What follows belongs to an exercise in optimizing a design on an open flow for small area; a production flow would make more cautious choices. Function was checked by simulation only, so behaviour that the tests miss may differ from the original. No activity file was given, so power comes from the tool's default toggle rates.

==> build 86 <==
==> flow/design.v <==
`default_nettype none
package mlacc_isa_pkg;
    typedef logic [127:0] inst_t;
    typedef logic [14-1:0] len_t;
    typedef logic [32-1:0] word_t;
    typedef logic [8-1:0] pc_t;
    typedef logic [31-1:0] enc_addr_t;
    typedef enum logic [3:0] {
        funct_nop   = 4'd0,
        funct_raddi = 4'd1,
        funct_vslt  = 4'd2,
        funct_vsub  = 4'd3,
        funct_vadd  = 4'd4,
        funct_vmul  = 4'd5,
        funct_vact0 = 4'd6,
        funct_vact1 = 4'd7,
        funct_vact2 = 4'd8,
        funct_vsslt = 4'd10,
        funct_loop  = 4'd13
    } funct_e;
    typedef enum logic [4:0] {
        reg_x_load  = 5'd2,
        reg_y_load  = 5'd3,
        reg_z_store = 5'd4
    } reg_idx_e;
    localparam int funct_hi = 127;
    localparam int funct_lo = 124;
    localparam int len_hi = 123;
    localparam int len_lo = 110;
    localparam int x_flag_bit = 95;
    localparam int y_flag_bit = 63;
    localparam int z_flag_bit = 31;
    localparam int x_base_lo = 64;
    localparam int y_base_lo = 32;
    localparam int z_base_lo = 0;
    localparam int imm_lo = 64;
    localparam int reg_idx_lo = 32;
    localparam int loop_end_lo = 64;
    localparam int loop_count_lo = 32;
    function automatic word_t base_addr(enc_addr_t field);
        base_addr = {field, 1'b0};
    endfunction
endpackage
`default_nettype wire
`default_nettype none
package mlacc_ctrl_pkg;
    typedef logic [1:0] lane_mask_t;
    typedef struct packed {
        logic [3:0]              funct;
        logic                    we;
        lane_mask_t              lane_mask;
        logic [32-1:0] addr_z;
        logic                    z_flag;
        logic [4:0]              reg_idx;
        logic [32-1:0] imm;
    } step_t;
    typedef struct packed {
        logic [3:0]            funct;
        lane_mask_t            lane_mask;
    } issue_op_t;
    typedef struct packed {
        logic [32-1:0] x_load;
        logic [32-1:0] y_load;
        logic [32-1:0] z_store;
    } offsets_t;
endpackage
`default_nettype wire
`timescale 1ns/1ps
`default_nettype none
module mlacc_ctrl (
    input  logic                      in_clk,
    input  logic                      in_reset,
    input  mlacc_isa_pkg::inst_t      in_inst,
    output mlacc_isa_pkg::pc_t        out_pc,
    output mlacc_isa_pkg::word_t      out_addr_x,
    output mlacc_isa_pkg::word_t      out_addr_y,
    output logic                      out_x_sel,
    output logic                      out_y_sel,
    output mlacc_ctrl_pkg::issue_op_t out_op,
    output logic                      out_we,
    output mlacc_isa_pkg::word_t      out_addr_z
);
    logic [7:0]  fetch_pc;
    logic [7:0]  loop_begin;
    logic [7:0]  loop_end;
    logic [31:0] loop_n;
    logic [7:0]  pc_inc;
    logic        should_jump;
    logic        loop_load;
    logic        fetch_advance;
    logic [3:0]  funct;
    logic [13:0] len;
    logic [31:1] cur_x;
    logic [31:1] cur_y;
    logic [31:1] cur_z;
    logic        x_flag;
    logic        y_flag;
    logic        z_flag;
    logic        x_sel;
    logic        y_sel;
    logic [3:0]  in_funct;
    logic [13:0] in_len;
    logic        inst_done;
    logic        in_short;
    assign in_funct = in_inst[127:124];
    assign in_len = in_inst[123:110];
    assign inst_done = (len[13:2] == '0);
    assign in_short = (in_funct == 4'd1) || (in_funct == 4'd13) || (in_len[13:2] == '0);
    assign fetch_advance = (inst_done && in_short) || (len[13:2] == 12'd1);
    assign loop_load = inst_done && (in_funct == 4'd13);
    assign pc_inc = fetch_pc + 8'd1;
    assign should_jump = (loop_n != '0) && (fetch_pc == loop_end);
    assign out_pc = should_jump ? loop_begin : pc_inc;
    always_ff @(posedge in_clk) begin
        if (in_reset) begin
            fetch_pc <= '0;
        end else if (fetch_advance) begin
            fetch_pc <= out_pc;
        end
    end
    always_ff @(posedge in_clk) begin
        if (loop_load) begin
            loop_begin <= pc_inc;
            loop_end <= in_inst[71:64];
        end
    end
    always_ff @(posedge in_clk) begin
        if (in_reset) begin
            loop_n <= '0;
        end else if (loop_load) begin
            loop_n <= in_inst[63:32];
        end else if (fetch_advance && should_jump) begin
            loop_n <= loop_n - 32'd1;
        end
    end
    always_ff @(posedge in_clk) begin
        if (in_reset) begin
            funct <= 4'd0;
            len <= 14'd4;
        end else if (inst_done) begin
            funct <= in_funct;
            len <= in_len;
        end else begin
            len <= len - 14'd4;
        end
    end
    always_ff @(posedge in_clk) begin
        if (inst_done) begin
            cur_x <= in_inst[94:64];
            cur_y <= in_inst[62:32];
            cur_z <= in_inst[30:0];
            x_sel <= in_inst[94];
            y_sel <= in_inst[62];
            x_flag <= in_inst[95];
            y_flag <= in_inst[63];
            z_flag <= in_inst[31];
        end else begin
            cur_x[31:4] <= cur_x[31:4] + 28'd1;
            if (funct != 4'd10) begin
                cur_y[31:4] <= cur_y[31:4] + 28'd1;
            end
            cur_z[31:4] <= cur_z[31:4] + 28'd1;
        end
    end
    logic [31:0] off_x;
    logic [31:0] off_y;
    logic [31:0] off_z;
    assign out_addr_x = {cur_x, 1'b0} + (x_flag ? off_x : 32'd0);
    assign out_addr_y = {cur_y, 1'b0} + (y_flag ? off_y : 32'd0);
    assign out_x_sel = x_sel;
    assign out_y_sel = y_sel;
    logic [1:0]  s_lane;
    logic [31:0] s_pay;
    logic        s_raddi;
    assign s_raddi = (funct == 4'd1);
    always_comb begin
        if (s_raddi) begin
            case (cur_y[5:1])
                5'd2: s_lane = 2'd1;
                5'd3: s_lane = 2'd2;
                5'd4: s_lane = 2'd3;
                default: s_lane = 2'd0;
            endcase
            s_pay = {x_flag, cur_x};
        end else begin
            s_lane = inst_done ? len[1:0] : 2'd3;
            s_pay = {cur_z, z_flag};
        end
    end
    logic [3:0]  e_funct [3];
    logic [1:0]  e_lane [3];
    logic [31:0] e_pay [3];
    always_ff @(posedge in_clk) begin
        if (in_reset) begin
            e_funct[0] <= 4'd0;
            e_funct[1] <= 4'd0;
            e_funct[2] <= 4'd0;
        end else begin
            e_funct[0] <= funct;
            e_funct[1] <= e_funct[0];
            e_funct[2] <= e_funct[1];
        end
    end
    always_ff @(posedge in_clk) begin
        e_lane[0] <= s_lane;
        e_lane[1] <= e_lane[0];
        e_lane[2] <= e_lane[1];
        e_pay[0] <= s_pay;
        e_pay[1] <= e_pay[0];
        e_pay[2] <= e_pay[1];
    end
    assign out_op = {e_funct[2], e_lane[2]};
    logic        x_raddi;
    logic [31:0] off_sel;
    logic [31:0] off_sum;
    assign x_raddi = (e_funct[2] == 4'd1);
    always_comb begin
        case (e_lane[2])
            2'd1: off_sel = off_x;
            2'd2: off_sel = off_y;
            default: off_sel = off_z;
        endcase
    end
    assign off_sum = off_sel + e_pay[2];
    always_ff @(posedge in_clk) begin
        if (in_reset) begin
            off_x <= '0;
            off_y <= '0;
            off_z <= '0;
        end else if (x_raddi) begin
            if (e_lane[2] == 2'd1) off_x <= off_sum;
            if (e_lane[2] == 2'd2) off_y <= off_sum;
            if (e_lane[2] == 2'd3) off_z <= off_sum;
        end
    end
    logic        w_we [4];
    logic [31:0] w1_pay;
    logic [31:0] w_addr [3];
    logic [3:0]  ef;
    assign ef = e_funct[2];
    always_ff @(posedge in_clk) begin
        if (in_reset) begin
            w_we[0] <= 1'b0;
            w_we[1] <= 1'b0;
            w_we[2] <= 1'b0;
            w_we[3] <= 1'b0;
        end else begin
            w_we[0] <= !((ef == 4'd0) || (ef == 4'd1) || (ef == 4'd13));
            w_we[1] <= w_we[0];
            w_we[2] <= w_we[1];
            w_we[3] <= w_we[2];
        end
    end
    always_ff @(posedge in_clk) begin
        w1_pay <= e_pay[2];
        w_addr[0] <= {w1_pay[31:1], 1'b0} + (w1_pay[0] ? off_z : 32'd0);
        w_addr[1] <= w_addr[0];
        w_addr[2] <= w_addr[1];
    end
    assign out_we = w_we[3];
    assign out_addr_z = w_addr[2];
endmodule
`default_nettype wire
==> flow/run.sh <==
#!/bin/bash
# synth_recipe.tcl (not shown) runs the flow's synth.tcl, then flattens the netlist and writes it again
# the make line also repeats each setting of config.mk as NAME=value (left out here)
make -C /OpenROAD-flow-scripts/flow DESIGN_CONFIG=/design/flow/config.mk WORK_HOME=/design/flow/orfs CLKGATE_MAP_FILE= SYNTH_SCRIPT=/design/flow/synth_recipe.tcl finish
==> flow/config.mk <==
export PLATFORM = sky130hd
export DESIGN_NAME = mlacc_ctrl
export DESIGN_NICKNAME = mlacc_ctrl
export VERILOG_FILES = /design/flow/design.v
export SDC_FILE = /design/flow/constraint.sdc
export NUM_CORES = 4
export LEC_CHECK = 0
export CAP_MARGIN = 20
export CORE_MARGIN = 2
export CORE_UTILIZATION = 40
export SLEW_MARGIN = 20
==> flow/constraint.sdc <==
create_clock -name core_clock -period 6.5 [get_ports {in_clk}]
set_input_delay 1.3000 -clock core_clock [delete_from_list [all_inputs] [get_ports {in_clk}]]
set_output_delay 1.3000 -clock core_clock [all_outputs]
set_load 0.01 [all_outputs]
==> build 76 (differences from build 86) <==
==> flow/design.v, changed modules only <==
module mlacc_ctrl (
    input  logic                      in_clk,
    input  logic                      in_reset,
    input  mlacc_isa_pkg::inst_t      in_inst,
    output mlacc_isa_pkg::pc_t        out_pc,
    output mlacc_isa_pkg::word_t      out_addr_x,
    output mlacc_isa_pkg::word_t      out_addr_y,
    output logic                      out_x_sel,
    output logic                      out_y_sel,
    output mlacc_ctrl_pkg::issue_op_t out_op,
    output logic                      out_we,
    output mlacc_isa_pkg::word_t      out_addr_z
);
    logic [7:0]  fetch_pc;
    logic [7:0]  loop_begin;
    logic [7:0]  loop_end;
    logic [31:0] loop_n;
    logic        loop_on;
    logic [7:0]  pc_inc;
    logic        should_jump;
    logic        loop_load;
    logic        fetch_advance;
    logic [3:0]  funct;
    logic [13:0] len;
    logic [31:1] cur_x;
    logic [31:1] cur_y;
    logic [31:1] cur_z;
    logic        x_flag;
    logic        y_flag;
    logic        z_flag;
    logic        x_sel;
    logic        y_sel;
    logic [3:0]  in_funct;
    logic [13:0] in_len;
    logic        inst_done;
    logic        in_short;
    assign in_funct = in_inst[127:124];
    assign in_len = in_inst[123:110];
    assign inst_done = (len[13:2] == '0);
    assign in_short = (in_funct == 4'd1) || (in_funct == 4'd13) || (in_len[13:2] == '0);
    assign fetch_advance = (inst_done && in_short) || (len[13:2] == 12'd1);
    assign loop_load = inst_done && (in_funct == 4'd13);
    assign pc_inc = fetch_pc + 8'd1;
    assign should_jump = loop_on && (loop_n != '0) && (fetch_pc == loop_end);
    assign out_pc = should_jump ? loop_begin : pc_inc;
    always_ff @(posedge in_clk) begin
        if (in_reset) begin
            fetch_pc <= '0;
        end else if (fetch_advance) begin
            fetch_pc <= out_pc;
        end
    end
    always_ff @(posedge in_clk) begin
        if (in_reset) begin
            loop_on <= 1'b0;
        end else if (loop_load) begin
            loop_on <= 1'b1;
        end
    end
    always_ff @(posedge in_clk) begin
        if (loop_load) begin
            loop_begin <= pc_inc;
            loop_end <= in_inst[71:64];
            loop_n <= in_inst[63:32];
        end else if (fetch_advance && should_jump) begin
            loop_n <= loop_n - 32'd1;
        end
    end
    always_ff @(posedge in_clk) begin
        if (in_reset) begin
            funct <= 4'd0;
            len <= 14'd4;
        end else if (inst_done) begin
            funct <= in_funct;
            len <= in_len;
        end else begin
            len <= len - 14'd4;
        end
    end
    always_ff @(posedge in_clk) begin
        if (inst_done) begin
            cur_x <= in_inst[94:64];
            cur_y <= in_inst[62:32];
            cur_z <= in_inst[30:0];
            x_sel <= in_inst[94];
            y_sel <= in_inst[62];
            x_flag <= in_inst[95];
            y_flag <= in_inst[63];
            z_flag <= in_inst[31];
        end else begin
            cur_x[31:4] <= cur_x[31:4] + 28'd1;
            if (funct != 4'd10) begin
                cur_y[31:4] <= cur_y[31:4] + 28'd1;
            end
            cur_z[31:4] <= cur_z[31:4] + 28'd1;
        end
    end
    logic [31:0] off_x;
    logic [31:0] off_y;
    logic [31:0] off_z;
    logic        off_x_on;
    logic        off_y_on;
    logic        off_z_on;
    assign out_addr_x = {cur_x, 1'b0} + ((x_flag && off_x_on) ? off_x : 32'd0);
    assign out_addr_y = {cur_y, 1'b0} + ((y_flag && off_y_on) ? off_y : 32'd0);
    assign out_x_sel = x_sel;
    assign out_y_sel = y_sel;
    logic [1:0]  s_lane;
    logic [31:0] s_pay;
    always_comb begin
        if (funct == 4'd1) begin
            case (cur_y[5:1])
                5'd2: s_lane = 2'd1;
                5'd3: s_lane = 2'd2;
                5'd4: s_lane = 2'd3;
                default: s_lane = 2'd0;
            endcase
            s_pay = {x_flag, cur_x};
        end else begin
            s_lane = inst_done ? len[1:0] : 2'd3;
            s_pay = {cur_z, z_flag};
        end
    end
    logic [3:0]  e_funct [3];
    logic [1:0]  e_lane [3];
    logic [31:0] e_pay [3];
    always_ff @(posedge in_clk) begin
        if (in_reset) begin
            e_funct[0] <= 4'd0;
            e_funct[1] <= 4'd0;
            e_funct[2] <= 4'd0;
        end else begin
            e_funct[0] <= funct;
            e_funct[1] <= e_funct[0];
            e_funct[2] <= e_funct[1];
        end
    end
    always_ff @(posedge in_clk) begin
        e_lane[0] <= s_lane;
        e_lane[1] <= e_lane[0];
        e_lane[2] <= e_lane[1];
        e_pay[0] <= s_pay;
        e_pay[1] <= e_pay[0];
        e_pay[2] <= e_pay[1];
    end
    assign out_op = {e_funct[2], e_lane[2]};
    logic [3:0]  ef;
    logic        e_raddi;
    logic        e_vec;
    logic        sel_x;
    logic        sel_y;
    logic        sel_z;
    logic [31:0] e_opa;
    logic [31:0] e_opb;
    logic [31:0] e_sum;
    assign ef = e_funct[2];
    assign e_raddi = (ef == 4'd1);
    assign e_vec = !((ef == 4'd0) || (ef == 4'd1) || (ef == 4'd13));
    assign sel_x = e_raddi && (e_lane[2] == 2'd1) && off_x_on;
    assign sel_y = e_raddi && (e_lane[2] == 2'd2) && off_y_on;
    assign sel_z = (e_raddi ? (e_lane[2] == 2'd3) : e_pay[2][0]) && off_z_on;
    assign e_opa = ({32{sel_x}} & off_x) | ({32{sel_y}} & off_y) | ({32{sel_z}} & off_z);
    assign e_opb = {e_pay[2][31:1], e_pay[2][0] && e_raddi};
    assign e_sum = e_opa + e_opb;
    always_ff @(posedge in_clk) begin
        if (in_reset) begin
            off_x_on <= 1'b0;
            off_y_on <= 1'b0;
            off_z_on <= 1'b0;
        end else if (e_raddi) begin
            if (e_lane[2] == 2'd1) off_x_on <= 1'b1;
            if (e_lane[2] == 2'd2) off_y_on <= 1'b1;
            if (e_lane[2] == 2'd3) off_z_on <= 1'b1;
        end
    end
    always_ff @(posedge in_clk) begin
        if (e_raddi) begin
            if (e_lane[2] == 2'd1) off_x <= e_sum;
            if (e_lane[2] == 2'd2) off_y <= e_sum;
            if (e_lane[2] == 2'd3) off_z <= e_sum;
        end
    end
    logic        w_we [4];
    logic [31:0] w_addr [4];
    always_ff @(posedge in_clk) begin
        if (in_reset) begin
            w_we[0] <= 1'b0;
            w_we[1] <= 1'b0;
            w_we[2] <= 1'b0;
            w_we[3] <= 1'b0;
        end else begin
            w_we[0] <= e_vec;
            w_we[1] <= w_we[0];
            w_we[2] <= w_we[1];
            w_we[3] <= w_we[2];
        end
    end
    always_ff @(posedge in_clk) begin
        w_addr[0] <= e_sum;
        w_addr[1] <= w_addr[0];
        w_addr[2] <= w_addr[1];
        w_addr[3] <= w_addr[2];
    end
    assign out_we = w_we[3];
    assign out_addr_z = w_addr[3];
endmodule
==> flow/flow/run.sh (new file) <==
#!/bin/bash
# The standard ORFS layout, with two changes: the port buffers are buf_1 cells
# instead of the resizer's pick, and clock tree synthesis adds no dummy loads
# and builds the tree from clkbuf_8 cells in clusters of up to 16 sinks.
set -euo pipefail
export BUFFER_PORTS_ARGS="-buffer_cell sky130_fd_sc_hd__buf_1"
export CTS_ARGS="-sink_clustering_enable -repair_clock_nets -dont_use_dummy_load -buf_list sky130_fd_sc_hd__clkbuf_8 -sink_clustering_size 16 -sink_clustering_max_diameter 70"
bash standard.sh > standard.log 2>&1
==> flow/standard.sh (new file) <==
#!/bin/bash
# synth_recipe.tcl (not shown) runs the flow's synth.tcl, then flattens the netlist and writes it again
# the make line also repeats each setting of config.mk as NAME=value (left out here)
make -C /OpenROAD-flow-scripts/flow DESIGN_CONFIG=/design/flow/config.mk WORK_HOME=/design/flow/orfs CLKGATE_MAP_FILE= SYNTH_SCRIPT=/design/flow/synth_recipe.tcl "${@:-finish}"
removed: flow/run.sh
==> trial 77 (differences from build 86) <==
==> flow/design.v, changed modules only <==
module mlacc_ctrl (
    input  logic                      in_clk,
    input  logic                      in_reset,
    input  mlacc_isa_pkg::inst_t      in_inst,
    output mlacc_isa_pkg::pc_t        out_pc,
    output mlacc_isa_pkg::word_t      out_addr_x,
    output mlacc_isa_pkg::word_t      out_addr_y,
    output logic                      out_x_sel,
    output logic                      out_y_sel,
    output mlacc_ctrl_pkg::issue_op_t out_op,
    output logic                      out_we,
    output mlacc_isa_pkg::word_t      out_addr_z
);
    logic [7:0]  fetch_pc;
    logic [7:0]  loop_begin;
    logic [7:0]  loop_end;
    logic [31:0] loop_n;
    logic        loop_on;
    logic [7:0]  pc_inc;
    logic        should_jump;
    logic        loop_load;
    logic        fetch_advance;
    logic [3:0]  funct;
    logic [13:0] len;
    logic [31:1] cur_x;
    logic [31:1] cur_y;
    logic [31:1] cur_z;
    logic        x_flag;
    logic        y_flag;
    logic        z_flag;
    logic        x_sel;
    logic        y_sel;
    logic [3:0]  in_funct;
    logic [13:0] in_len;
    logic        inst_done;
    logic        in_short;
    assign in_funct = in_inst[127:124];
    assign in_len = in_inst[123:110];
    assign inst_done = (len[13:2] == '0);
    assign in_short = (in_funct == 4'd1) || (in_funct == 4'd13) || (in_len[13:2] == '0);
    assign fetch_advance = (inst_done && in_short) || (len[13:2] == 12'd1);
    assign loop_load = inst_done && (in_funct == 4'd13);
    assign pc_inc = fetch_pc + 8'd1;
    assign should_jump = loop_on && (loop_n != '0) && (fetch_pc == loop_end);
    assign out_pc = should_jump ? loop_begin : pc_inc;
    always_ff @(posedge in_clk) begin
        if (in_reset) begin
            fetch_pc <= '0;
        end else if (fetch_advance) begin
            fetch_pc <= out_pc;
        end
    end
    always_ff @(posedge in_clk) begin
        if (in_reset) begin
            loop_on <= 1'b0;
        end else if (loop_load) begin
            loop_on <= 1'b1;
        end
    end
    always_ff @(posedge in_clk) begin
        if (loop_load) begin
            loop_begin <= pc_inc;
            loop_end <= in_inst[71:64];
            loop_n <= in_inst[63:32];
        end else if (fetch_advance && should_jump) begin
            loop_n <= loop_n - 32'd1;
        end
    end
    always_ff @(posedge in_clk) begin
        if (in_reset) begin
            funct <= 4'd0;
            len <= 14'd4;
        end else if (inst_done) begin
            funct <= in_funct;
            len <= in_len;
        end else begin
            len <= len - 14'd4;
        end
    end
    always_ff @(posedge in_clk) begin
        if (inst_done) begin
            cur_x <= in_inst[94:64];
            cur_y <= in_inst[62:32];
            cur_z <= in_inst[30:0];
            x_sel <= in_inst[94];
            y_sel <= in_inst[62];
            x_flag <= in_inst[95];
            y_flag <= in_inst[63];
            z_flag <= in_inst[31];
        end else begin
            cur_x[31:4] <= cur_x[31:4] + 28'd1;
            if (funct != 4'd10) begin
                cur_y[31:4] <= cur_y[31:4] + 28'd1;
            end
            cur_z[31:4] <= cur_z[31:4] + 28'd1;
        end
    end
    logic [31:0] off_x;
    logic [31:0] off_y;
    logic [31:0] off_z;
    logic        off_x_on;
    logic        off_y_on;
    logic        off_z_on;
    assign out_addr_x = {cur_x, 1'b0} + ((x_flag && off_x_on) ? off_x : 32'd0);
    assign out_addr_y = {cur_y, 1'b0} + ((y_flag && off_y_on) ? off_y : 32'd0);
    assign out_x_sel = x_sel;
    assign out_y_sel = y_sel;
    logic [1:0]  s_lane;
    logic [31:0] s_pay;
    always_comb begin
        if (funct == 4'd1) begin
            case (cur_y[5:1])
                5'd2: s_lane = 2'd1;
                5'd3: s_lane = 2'd2;
                5'd4: s_lane = 2'd3;
                default: s_lane = 2'd0;
            endcase
            s_pay = {x_flag, cur_x};
        end else begin
            s_lane = inst_done ? len[1:0] : 2'd3;
            s_pay = {cur_z, z_flag};
        end
    end
    logic [3:0]  e_funct [3];
    logic [1:0]  e_lane [3];
    logic [31:0] e_pay [3];
    always_ff @(posedge in_clk) begin
        if (in_reset) begin
            e_funct[0] <= 4'd0;
            e_funct[1] <= 4'd0;
            e_funct[2] <= 4'd0;
        end else begin
            e_funct[0] <= funct;
            e_funct[1] <= e_funct[0];
            e_funct[2] <= e_funct[1];
        end
    end
    always_ff @(posedge in_clk) begin
        e_lane[0] <= s_lane;
        e_lane[1] <= e_lane[0];
        e_lane[2] <= e_lane[1];
        e_pay[0] <= s_pay;
        e_pay[1] <= e_pay[0];
        e_pay[2] <= e_pay[1];
    end
    assign out_op = {e_funct[2], e_lane[2]};
    logic [3:0]  ef;
    logic        e_raddi;
    logic        e_vec;
    logic        sel_x;
    logic        sel_y;
    logic        sel_z;
    logic [31:0] e_opa;
    logic [31:0] e_opb;
    logic [31:0] e_sum;
    assign ef = e_funct[2];
    assign e_raddi = (ef == 4'd1);
    assign e_vec = !((ef == 4'd0) || (ef == 4'd1) || (ef == 4'd13));
    assign sel_x = e_raddi && (e_lane[2] == 2'd1) && off_x_on;
    assign sel_y = e_raddi && (e_lane[2] == 2'd2) && off_y_on;
    assign sel_z = (e_raddi ? (e_lane[2] == 2'd3) : e_pay[2][0]) && off_z_on;
    assign e_opa = ({32{sel_x}} & off_x) | ({32{sel_y}} & off_y) | ({32{sel_z}} & off_z);
    assign e_opb = {e_pay[2][31:1], e_pay[2][0] && e_raddi};
    assign e_sum = e_opa + e_opb;
    always_ff @(posedge in_clk) begin
        if (in_reset) begin
            off_x_on <= 1'b0;
            off_y_on <= 1'b0;
            off_z_on <= 1'b0;
        end else if (e_raddi) begin
            if (e_lane[2] == 2'd1) off_x_on <= 1'b1;
            if (e_lane[2] == 2'd2) off_y_on <= 1'b1;
            if (e_lane[2] == 2'd3) off_z_on <= 1'b1;
        end
    end
    always_ff @(posedge in_clk) begin
        if (e_raddi) begin
            if (e_lane[2] == 2'd1) off_x <= e_sum;
            if (e_lane[2] == 2'd2) off_y <= e_sum;
            if (e_lane[2] == 2'd3) off_z <= e_sum;
        end
    end
    logic        w_we [4];
    logic [31:0] w_addr [4];
    always_ff @(posedge in_clk) begin
        if (in_reset) begin
            w_we[0] <= 1'b0;
            w_we[1] <= 1'b0;
            w_we[2] <= 1'b0;
            w_we[3] <= 1'b0;
        end else begin
            w_we[0] <= e_vec;
            w_we[1] <= w_we[0];
            w_we[2] <= w_we[1];
            w_we[3] <= w_we[2];
        end
    end
    always_ff @(posedge in_clk) begin
        w_addr[0] <= e_sum;
        w_addr[1] <= w_addr[0];
        w_addr[2] <= w_addr[1];
        w_addr[3] <= w_addr[2];
    end
    assign out_we = w_we[3];
    assign out_addr_z = w_addr[3];
endmodule
Settings changed: CTS_BUF_LIST set to sky130_fd_sc_hd__clkbuf_4.
==> qor summary <==
Combinational group power: build 86 0.00388 W; build 76 0.00260 W; trial 77 0.00302 W
Total Wirelength: build 86 70360 um; build 76 55770 um; trial 77 57360 um
Met2 layer usage reported by global route: build 86 33.94%; build 76 29.80%; trial 77 31.06%
Fraction of final layout cells with drive strength greater than 1: build 86 6.419%; build 76 5.360%; trial 77 12.06%
Detailed placer's ending HPWL: build 86 54090 um; build 76 41510 um; trial 77 41810 um
Well Taps: build 86 782; build 76 748; trial 77 748
Average wire length per cell after detail routing: build 86 19.03 um; build 76 18.10 um; trial 77 17.44 um
Combined area of the multi-input logic cells: build 86 12900 um^2; build 76 9605 um^2; trial 77 9615 um^2
Flop-to-flop setup slack: build 86 1780 ps; build 76 1590 ps; trial 77 1640 ps
Global-route wire length before repair: build 86 108400 um; build 76 86290 um; trial 77 88760 um
Clk Latency, worst-skew pair: build 86 620 ps; build 76 640 ps; trial 77 960 ps
Adder-Cell Fraction of Synth Area: build 86 7.098%; build 76 5.757%; trial 77 5.757%
Number of diodes added for antenna fixing: build 86 3; build 76 1; trial 77 4
Count of buffers added by post-CTS timing repair for setup: build 86 0; build 76 0; trial 77 1
Result of the run: build 86 complete, no violations; build 76 complete, no violations; trial 77 complete, no violations
Number of levels in the clock H-tree: build 86 2; build 76 2; trial 77 4
Clock slew at the register clock pins of the worst setup and hold paths: build 86 60 ps; build 76 100 ps; trial 77 70 ps
Routed vias: build 86 19.66k; build 76 16.10k; trial 77 16.88k
Post-route insts no fill: build 86 3698; build 76 3081; trial 77 3290
Number of global-route vias before repair: build 86 18.74k; build 76 15.59k; trial 77 16.66k

what the ideal ports hide:
In the flow no input, the clock included, has a driving cell. The finished layouts below were timed again as built, in two steps.
Step 1 assumes that a clkbuf_16 drives the clock port and a buf_2 every other input.
Step 2 moves the port delays by t, midway between the first and last clock arrival at a register: inputs arrive t later, outputs are due t later. That takes back most of the time a late clock gives input paths.
Three values: no drivers, after step 1, after step 2; two values: the first two.
run | shift t [ns] | slack for setup (ns) | worst hold slack (ns) | cell pins on the clock port's net
build 86 | 0.675 | 0.252 / 0.191 / 0.866 | 0.320 / 0.320 / 0.320 | 1
build 76 | 0.658 | 0.563 / 0.511 / 1.170 | 0.289 / 0.289 / 0.289 | 1
trial 77 | 0.986 | 0.274 / 0.218 / 1.205 | 0.294 / 0.294 / 0.294 | 1
After both steps setup and hold are still met in every run listed.
